What follows belongs to an exercise in optimizing a design on an open flow for small area, a short achievable clock period and few clock cycles; a production flow would make more cautious choices. In this exercise RTL edits were held to simulation tests only and were not proved equivalent to the original.

==> design/flow/design.v <==
`default_nettype none
package matmul_pkg;
  parameter int DATA_W = 32;   
  parameter int ADDR_W = 12;
  parameter int DIM_W  = 16;   
  typedef logic [DATA_W-1:0] data_t;
  typedef logic [ADDR_W-1:0] addr_t;
  typedef logic [DIM_W-1:0]  dim_t;
  typedef struct packed {
    dim_t rows;
    dim_t cols;
  } mat_dims_t;
  typedef struct packed {
    logic valid;
    logic first;      
    logic last;       
    logic is_final;   
  } mac_tag_t;
  typedef struct packed {
    mac_tag_t tag;
    data_t    a;
    data_t    b;
  } mac_op_t;
  typedef struct packed {
    logic  valid;
    logic  is_final;
    data_t value;
  } result_t;
  typedef enum logic [1:0] {
    idle,
    dims,
    run,
    drain
  } seq_state_t;
endpackage
`default_nettype wire
`timescale 1ns/1ps
`default_nettype none
module operand_sequencer #(
  parameter int DATA_W = 32,
  parameter int ADDR_W = 12
) (
  input  logic              clk,
  input  logic              reset_n,
  input  logic              dut_valid,
  output logic              dut_ready,
  output logic [ADDR_W-1:0] input_read_address,
  input  logic [DATA_W-1:0] input_read_data,
  output logic [ADDR_W-1:0] weight_read_address,
  input  logic [DATA_W-1:0] weight_read_data,
  input  logic              job_done,
  output matmul_pkg::mac_op_t           mac_op
);
  matmul_pkg::seq_state_t        state;
  logic              dims_live;    
  matmul_pkg::mat_dims_t         dims_a_q;
  matmul_pkg::mat_dims_t         dims_b_q;
  matmul_pkg::mat_dims_t         dims_a;
  matmul_pkg::mat_dims_t         dims_b;
  matmul_pkg::dim_t              k_idx;        
  matmul_pkg::dim_t              j_idx;        
  matmul_pkg::dim_t              i_idx;        
  logic              k_end;
  logic              j_end;
  logic              i_end;
  logic [ADDR_W-1:0] a_addr;
  logic [ADDR_W-1:0] b_addr;
  logic [ADDR_W-1:0] row_base;     
  matmul_pkg::mac_tag_t          tag_q;
  assign dut_ready = (state == matmul_pkg::idle);
  always_comb
  begin
    dims_a = dims_live ? matmul_pkg::mat_dims_t'(input_read_data) : dims_a_q;
    dims_b = dims_live ? matmul_pkg::mat_dims_t'(weight_read_data) : dims_b_q;
  end
  assign k_end = (k_idx == dims_a.cols - 1'b1);
  assign j_end = (j_idx == dims_b.cols - 1'b1);
  assign i_end = (i_idx == dims_a.rows - 1'b1);
  assign input_read_address  = a_addr;
  assign weight_read_address = b_addr;
  always_comb
  begin
    mac_op.tag = tag_q;
    mac_op.a   = input_read_data;
    mac_op.b   = weight_read_data;
  end
  always_ff @(posedge clk)
  begin
    if (!reset_n)
    begin
      state     <= matmul_pkg::idle;
      dims_live <= 1'b0;
      tag_q     <= '0;
      a_addr    <= '0;
      b_addr    <= '0;
      k_idx     <= '0;
      j_idx     <= '0;
      i_idx     <= '0;
    end
    else
    begin
      dims_live <= 1'b0;
      tag_q     <= '0;
      case (state)
        matmul_pkg::idle:
        begin
          if (dut_valid)
          begin
            state  <= matmul_pkg::dims;
            a_addr <= '0;   
            b_addr <= '0;
          end
        end
        matmul_pkg::dims:
        begin
          state     <= matmul_pkg::run;
          dims_live <= 1'b1;
          a_addr    <= ADDR_W'(1);
          b_addr    <= ADDR_W'(1);
          row_base  <= ADDR_W'(1);
          k_idx     <= '0;
          j_idx     <= '0;
          i_idx     <= '0;
        end
        matmul_pkg::run:
        begin
          if (dims_live)
          begin
            dims_a_q <= dims_a;
            dims_b_q <= dims_b;
          end
          tag_q.valid    <= 1'b1;
          tag_q.first    <= (k_idx == '0);
          tag_q.last     <= k_end;
          tag_q.is_final <= k_end && j_end && i_end;
          if (!k_end)
          begin
            k_idx  <= k_idx + 1'b1;
            a_addr <= a_addr + 1'b1;
            b_addr <= b_addr + 1'b1;
          end
          else
          begin
            k_idx <= '0;
            if (!j_end)
            begin
              j_idx  <= j_idx + 1'b1;
              a_addr <= row_base;        
              b_addr <= b_addr + 1'b1;
            end
            else
            begin
              j_idx <= '0;
              if (!i_end)
              begin
                i_idx    <= i_idx + 1'b1;
                a_addr   <= a_addr + 1'b1;
                row_base <= a_addr + 1'b1;
                b_addr   <= ADDR_W'(1);   
              end
              else
              begin
                state <= matmul_pkg::drain;
              end
            end
          end
        end
        matmul_pkg::drain:
        begin
          if (job_done)
            state <= matmul_pkg::idle;
        end
        default: state <= matmul_pkg::idle;
      endcase
    end
  end
endmodule
`default_nettype wire
`timescale 1ns/1ps
`default_nettype none
module mac_unit #(
  parameter int DATA_W = 32
) (
  input  logic    clk,
  input  logic    reset_n,
  input  matmul_pkg::mac_op_t mac_op,
  output matmul_pkg::result_t result
);
  logic [DATA_W-1:0] prod_q;    
  matmul_pkg::mac_tag_t          tag1_q;
  logic [DATA_W-1:0] acc_q;
  logic              res_valid_q;
  logic              res_final_q;
  always_ff @(posedge clk)
  begin
    if (!reset_n)
    begin
      tag1_q <= '0;
    end
    else
    begin
      tag1_q <= mac_op.tag;
    end
    prod_q <= mac_op.a * mac_op.b;
  end
  always_ff @(posedge clk)
  begin
    if (!reset_n)
    begin
      res_valid_q <= 1'b0;
      res_final_q <= 1'b0;
    end
    else
    begin
      res_valid_q <= tag1_q.valid && tag1_q.last;
      res_final_q <= tag1_q.valid && tag1_q.last && tag1_q.is_final;
    end
    if (tag1_q.valid)
      acc_q <= tag1_q.first ? prod_q : acc_q + prod_q;   
  end
  always_comb
  begin
    result.valid    = res_valid_q;
    result.is_final = res_final_q;
    result.value    = acc_q;
  end
endmodule
`default_nettype wire
`timescale 1ns/1ps
`default_nettype none
module result_writer #(
  parameter int DATA_W = 32,
  parameter int ADDR_W = 12
) (
  input  logic              clk,
  input  logic              reset_n,
  input  matmul_pkg::result_t           result,
  output logic              result_write_enable,
  output logic [ADDR_W-1:0] result_write_address,
  output logic [DATA_W-1:0] result_write_data,
  output logic              job_done
);
  logic [ADDR_W-1:0] next_addr;   
  always_ff @(posedge clk)
  begin
    if (!reset_n)
    begin
      result_write_enable <= 1'b0;
      job_done            <= 1'b0;
      next_addr           <= '0;
    end
    else
    begin
      result_write_enable <= result.valid;
      job_done            <= result.valid && result.is_final;
      if (result.valid)
      begin
        next_addr <= result.is_final ? '0 : next_addr + 1'b1;
      end
    end
    if (result.valid)
    begin
      result_write_address <= next_addr;
      result_write_data    <= result.value;
    end
  end
endmodule
`default_nettype wire
`timescale 1ns/1ps
`default_nettype none
module matmul_top #(
  parameter int DATA_W = 32,
  parameter int ADDR_W = 12
) (
  input  logic              clk,
  input  logic              reset_n,
  input  logic              dut_valid,
  output logic              dut_ready,
  output logic [ADDR_W-1:0] input_read_address,
  input  logic [DATA_W-1:0] input_read_data,
  output logic [ADDR_W-1:0] weight_read_address,
  input  logic [DATA_W-1:0] weight_read_data,
  output logic              result_write_enable,
  output logic [ADDR_W-1:0] result_write_address,
  output logic [DATA_W-1:0] result_write_data
);
  matmul_pkg::mac_op_t mac_op;
  matmul_pkg::result_t result;
  logic    job_done;    
  operand_sequencer #(
    .DATA_W (DATA_W),
    .ADDR_W (ADDR_W)
  ) seq0 (
    .clk                 (clk),
    .reset_n             (reset_n),
    .dut_valid           (dut_valid),
    .dut_ready           (dut_ready),
    .input_read_address  (input_read_address),
    .input_read_data     (input_read_data),
    .weight_read_address (weight_read_address),
    .weight_read_data    (weight_read_data),
    .job_done            (job_done),
    .mac_op              (mac_op)
  );
  mac_unit #(
    .DATA_W (DATA_W)
  ) mac0 (
    .clk     (clk),
    .reset_n (reset_n),
    .mac_op  (mac_op),
    .result  (result)
  );
  result_writer #(
    .DATA_W (DATA_W),
    .ADDR_W (ADDR_W)
  ) wr0 (
    .clk                  (clk),
    .reset_n              (reset_n),
    .result               (result),
    .result_write_enable  (result_write_enable),
    .result_write_address (result_write_address),
    .result_write_data    (result_write_data),
    .job_done             (job_done)
  );
endmodule
`default_nettype wire
==> design/flow/run.sh <==
#!/bin/bash
# synth_recipe.tcl (not shown) runs the flow's synth.tcl, then flattens the netlist and writes it again
# the make line also repeats each setting of config.mk as NAME=value (left out here)
make -C /OpenROAD-flow-scripts/flow DESIGN_CONFIG=/design/flow/config.mk WORK_HOME=/design/flow/orfs CLKGATE_MAP_FILE= SYNTH_SCRIPT=/design/flow/synth_recipe.tcl finish
==> design/flow/config.mk <==
export PLATFORM = sky130hd
export DESIGN_NAME = matmul_top
export DESIGN_NICKNAME = matmul_top
export VERILOG_FILES = /design/flow/design.v
export SDC_FILE = /design/flow/constraint.sdc
export NUM_CORES = 4
export LEC_CHECK = 0
export CAP_MARGIN = 20
export CORE_MARGIN = 2
export CORE_UTILIZATION = 40
export SLEW_MARGIN = 20
==> design/flow/constraint.sdc <==
create_clock -name core_clock -period 10.0 [get_ports {clk}]
set_input_delay 2.0000 -clock core_clock [delete_from_list [all_inputs] [get_ports {clk}]]
set_output_delay 2.0000 -clock core_clock [all_outputs]
set_load 0.01 [all_outputs]
==> results.txt <==
[layout make-up]
type / instances / area [um2]
clock inverter: 11 / 73.8
inverter: 476 / 1790
sequential: 267 / 6710
tap: 959 / 1200
fill: 7046 / 39900
multi-input combinational: 2272 / 20500
clock buffer: 47 / 1000
timing repair buffer: 218 / 2000
[how the worst max path moves through the flow]
stage                                    from         endpoint  cells after the start
after floorplan           weight_read_data[5]  mac0.prod_q[31]                     24
after global placement    weight_read_data[2]  mac0.prod_q[31]                     23
after detailed placement  weight_read_data[3]  mac0.prod_q[31]                     23
after CTS                 input_read_data[10]  mac0.prod_q[31]                     25
after global routing      input_read_data[10]  mac0.prod_q[29]                     25
final                     weight_read_data[2]  mac0.prod_q[29]                     23
[synthesized netlist by cell type, types with 5 or more instances]
cell type,instances
sky130_fd_sc_hd__a211oi_1,13
sky130_fd_sc_hd__a21boi_0,5
sky130_fd_sc_hd__a21o_1,24
sky130_fd_sc_hd__a21oi_1,101
sky130_fd_sc_hd__a22oi_1,5
sky130_fd_sc_hd__a311oi_1,5
sky130_fd_sc_hd__a31o_2,8
sky130_fd_sc_hd__a31oi_1,18
sky130_fd_sc_hd__and2_1,251
sky130_fd_sc_hd__and3_1,46
sky130_fd_sc_hd__buf_2,10
sky130_fd_sc_hd__buf_6,5
sky130_fd_sc_hd__clkbuf_1,128
sky130_fd_sc_hd__dfxtp_1,131
sky130_fd_sc_hd__edfxtp_1,136
sky130_fd_sc_hd__fa_1,409
sky130_fd_sc_hd__ha_1,168
sky130_fd_sc_hd__inv_1,476
sky130_fd_sc_hd__mux2_2,28
sky130_fd_sc_hd__mux2i_1,33
sky130_fd_sc_hd__nand2_1,388
sky130_fd_sc_hd__nand2b_1,18
sky130_fd_sc_hd__nand3_1,47
sky130_fd_sc_hd__nand3b_1,19
sky130_fd_sc_hd__nand4_1,16
sky130_fd_sc_hd__nor2_1,133
sky130_fd_sc_hd__nor2b_1,9
sky130_fd_sc_hd__nor3_1,39
sky130_fd_sc_hd__nor3b_1,14
sky130_fd_sc_hd__nor4_1,15
sky130_fd_sc_hd__o211ai_1,7
sky130_fd_sc_hd__o21a_1,11
sky130_fd_sc_hd__o21ai_0,93
sky130_fd_sc_hd__o21ai_1,10
sky130_fd_sc_hd__o21bai_1,10
sky130_fd_sc_hd__o22ai_1,8
sky130_fd_sc_hd__o31ai_1,11
sky130_fd_sc_hd__or2_2,5
sky130_fd_sc_hd__or3_1,14
sky130_fd_sc_hd__or4_1,10
sky130_fd_sc_hd__xnor2_1,137
sky130_fd_sc_hd__xor2_1,70
[logic make-up (layout without fill, tap and decap cells)]
logic type               Yosys count  in the layout  share of synthesized area (%)
flip-flops                       267            267                           22.6
buffers and inverters            623            752                           8.18
XOR/XNOR                         208            208                           6.19
AND/OR/NAND/NOR                 1052           1052                           18.1
AO/OA/AOI/OAI                    371            371                           7.89
multiplexers                      64             64                           2.32
adder cells (fa/ha/maj)          577            577                           34.7
[layout by cell type, fill, tap and decap left out, types with 15 or more instances in the layout]
cell,n
sky130_fd_sc_hd__inv_1,476
sky130_fd_sc_hd__fa_1,409
sky130_fd_sc_hd__nand2_1,388
sky130_fd_sc_hd__and2_1,251
sky130_fd_sc_hd__ha_1,168
sky130_fd_sc_hd__xnor2_1,137
sky130_fd_sc_hd__clkdlybuf4s50_1,136
sky130_fd_sc_hd__edfxtp_1,136
sky130_fd_sc_hd__nor2_1,133
sky130_fd_sc_hd__dfxtp_1,128
sky130_fd_sc_hd__a21oi_1,101
sky130_fd_sc_hd__o21ai_0,93
sky130_fd_sc_hd__buf_4,80
sky130_fd_sc_hd__xor2_1,70
sky130_fd_sc_hd__nand3_1,47
sky130_fd_sc_hd__and3_1,45
sky130_fd_sc_hd__nor3_1,39
sky130_fd_sc_hd__clkbuf_16,35
sky130_fd_sc_hd__mux2i_1,33
sky130_fd_sc_hd__mux2_2,28
sky130_fd_sc_hd__a21o_1,24
sky130_fd_sc_hd__nand3b_1,19
sky130_fd_sc_hd__nand2b_1,18
sky130_fd_sc_hd__a31oi_1,18
sky130_fd_sc_hd__nand4_1,16
sky130_fd_sc_hd__nor4_1,15
[sequential cells by signal, indices dropped and copies added (netlist names), 4 cells and up]
signal                    flops
mac0.acc_q                   32
mac0.prod_q                  32
mac0.tag1_q                   4
seq0.a_addr                  12
seq0.b_addr                  12
seq0.dims_a_q                32
seq0.dims_b_q                16
seq0.i_idx                   16
seq0.j_idx                   16
seq0.k_idx                   16
seq0.row_base                12
seq0.tag_q                    4
wr0.next_addr                12
wr0.result_write_address     12
wr0.result_write_data        32
[worst reg2reg max path, stage by stage, from the launching register on]
cell and delay [ns]:
sky130_fd_sc_hd__dfxtp_4 0.67, sky130_fd_sc_hd__buf_4 0.61, sky130_fd_sc_hd__or4b_1 0.59, sky130_fd_sc_hd__a222oi_1 0.40, sky130_fd_sc_hd__xnor3_1 0.19, sky130_fd_sc_hd__nand4b_1 0.12, sky130_fd_sc_hd__or4_1 0.49, sky130_fd_sc_hd__nor4_1 0.53
sky130_fd_sc_hd__nand4_1 0.49, sky130_fd_sc_hd__a21oi_1 0.58, sky130_fd_sc_hd__a21oi_1 0.12, sky130_fd_sc_hd__a31o_2 0.23
[layer usage]
layer,global-route usage [%],vias to the layer above
li1,-,10300
met1,28.6,10900
met2,32.6,543
met3,4.36,122
met4,4.67,18
met5,0,-
==> implementation parameters <==
Parameter                              Value

Critical path
  Cells traversed along the worst timing path ... clkdlybuf4s50_1, and2_1, fa_1, inv_1, fa_1, fa_1, fa_1, inv_1, ha_1, ha_1, fa_1, fa_1, ha_1, a21o_1, a21oi_1, o21ai_0, o31ai_1, a21oi_1, o221ai_1, o21ai_0, o21ai_0, nand2_1, xor2_1
  Largest stage delay on the critical path ... 0.80 ns
  Worst reg2reg endpoint ... seq0.i_idx[14]
  CP Capture Type ... flip-flop
  Category of the critical setup timing path ... primary input to flip-flop
  Top fanout value on the critical path ... 11
  Arr. time, crit path ... 9.24 ns
  Required @ worst endpoint ... 10.47 ns
  Slack of the worst reg-to-reg path ... 4.86 ns
  Cell class contributing the biggest share of worst-path delay ... adder cells
  Worst reg2reg startpoint ... seq0.dims_live
  Count of buffering cells on the critical path with inverters included ... 3
  Sort of element at the start of the critical path ... primary input
  CP max-delay cell ... sky130_fd_sc_hd__clkdlybuf4s50_1
  Most prevalent standard cell on the critical path ... sky130_fd_sc_hd__fa_1
  Depth of the worst register-to-register path ... 11

Clock network
  Hold buffers post-CTS ... 0
  Cts repair resizes ... 0
  CTS HTree Levels ... 1
  Clock Pin Slew Worst Setup and Hold Paths ... 0.06 ns
  Clock tree from TritonCTS ... done
  Number of sinks handled by clock tree synthesis ... 267
  Root Buffer ... sky130_fd_sc_hd__clkbuf_16
  Clk buf depth ... 3
  Insertion delay of the later-clocked pin in the worst-skew pair ... 0.59 ns
  Number of buffers created by CTS ... 31
  Number of buffers added for setup after CTS ... 0

Timing
  Post-route worst hold slack ... 0.426 ns
  Relative slew slack ... 30.2%
  Setup Skew ... 0.0183 ns
  Highest Clock Rate ... 0.114 GHz
  Number of endpoints failing setup at the final stage ... 0
  Final hold viol count ... 0
  Final sum of negative setup slack ... 0 ns
  Slack of the critical path ... 1.23 ns
  Share of the clock period used by the worst path after layout ... 87.7%
  Tmin final ... 8.77 ns
  Count of final max-slew check failures ... 0
  Setup repair after global routing missed its margin ... false
  Worst-Margin Slew ... 1.05 ns

Routing
  Via density ... 5.15
  First-pass detailed-route iteration total ... 5
  Count of antenna-violating nets left after detailed routing ... 0
  Post-route met1 wirelength ... 35200 um
  Vias ... 21.9k
  Final routed wire length divided by cell count ... 18.2 um
  Total length of routed met3 wires ... 5210 um
  Iter 0 DRT Violations ... 1239
  Routed wire length ... 77500 um
  Met2 WL ... 35100 um
  Residual DRC ... 0
  Max layer used ... met5

Hold path
  Worst hold path class ... flip-flop to flip-flop
  Worst Min Path Start ... mac0.tag1_q[0]
  End of the worst hold path ... mac0.res_final_q
  Worst Hold Depth ... 1

Floorplanning
  Die ar. ... 76300 um2
  I/O pin count ... 137
  Die Y ... 276 um
  Site row count ... 99
  Die outline width ... 276 um
  Initial core utilization ... 40.5%
  Core area ... 73200 um2

Yosys
  Net count of the mapped netlist ... 3806
  Synth Area per Inst ... 9.37 um2
  Leading area contributor after synthesis ... sky130_fd_sc_hd__fa_1
  Number of synthesized register bits ... 267
  Warnings from Yosys ... 3
  Number of enable flip-flop cells after synthesis ... 136
  Largest cells by area after synthesis ... sky130_fd_sc_hd__fa_1 28%, sky130_fd_sc_hd__edfxtp_1 14%, sky130_fd_sc_hd__dfxtp_1 8.9%
  Share of the synthesized area in the top cell type ... 27.6%
  Top FF cell, synth ... sky130_fd_sc_hd__edfxtp_1
  Cells after synthesis ... 3162
  Syn Std Cell Area ... 29600 um2
  Sequential fraction of the synthesis area ... 22.6%
  Post-synthesis async set-or-reset flop share ... 0%
  Netlist cell types ... 89

Cells and area
  Antenna diodes ... 0
  Fraction of final layout cells with drive strength greater than 1 ... 6.17%
  Layout overhead on the synthesized area ... 12.3%
  Final standard cell area without fillers ... 33300 um2
  Final core utilization ... 45.5%
  Filler-free cell count of the finished design ... 4250
  Count of nets after finishing ... 3910

Placement
  Placed standard-cell area ... 32200 um2
  Number of cells after detailed placement ... 4192
  Estimated wirelength of the detail-placed design ... 61100 um
  Routability Congestion ... 0.881
  Pre-CTS worst setup slack ... 0.604 ns
  Port buffer count ... 136

GRT
  Largest net degree at the start of global routing ... 65
  Global-route usage over all layers ... 20.5%
  Global-route wire length before repair ... 125000 um
  Initial antenna violation count ... 10
  Gr ovfl total ... 0
  Via count of the first global-routing pass ... 22.1k

Status
  Run status ... no timing/DRC/antenna violations

Flow run
  Max_cap viols ... 0
Testbench counts, summed over its fixed seeds: cycles 70,067.

-- port drivers added, routing unchanged --
No port has a modelled driver above. Below, the same layout with a new extraction and two added sets of constraints. Step 1: set_driving_cell puts a clkbuf_16 on clk and a buf_2 on each other input, an assumption about the parent block. Step 2 adds t to the input delays and takes it off the output delays; t is the mean of the earliest and latest rising clock arrival at the registers after step 1. Input paths then give back, and output paths get back, about the clock's delay inside the block. Three values: ideal, step 1, step 2; two values: the first two.
t, ns: 0.651
setup WS [ns]: 1.228 / 1.246 / 0.594
hold WS [ns]: 0.426 / 0.426 / 0.426
worst setup path at the end: input to register
worst data-port slew with drivers (ns): 0.13
After both steps this run still meets setup and hold. For this run, drivers alone change the setup slack by +0.018 ns; drivers and shift together by -0.634 ns.
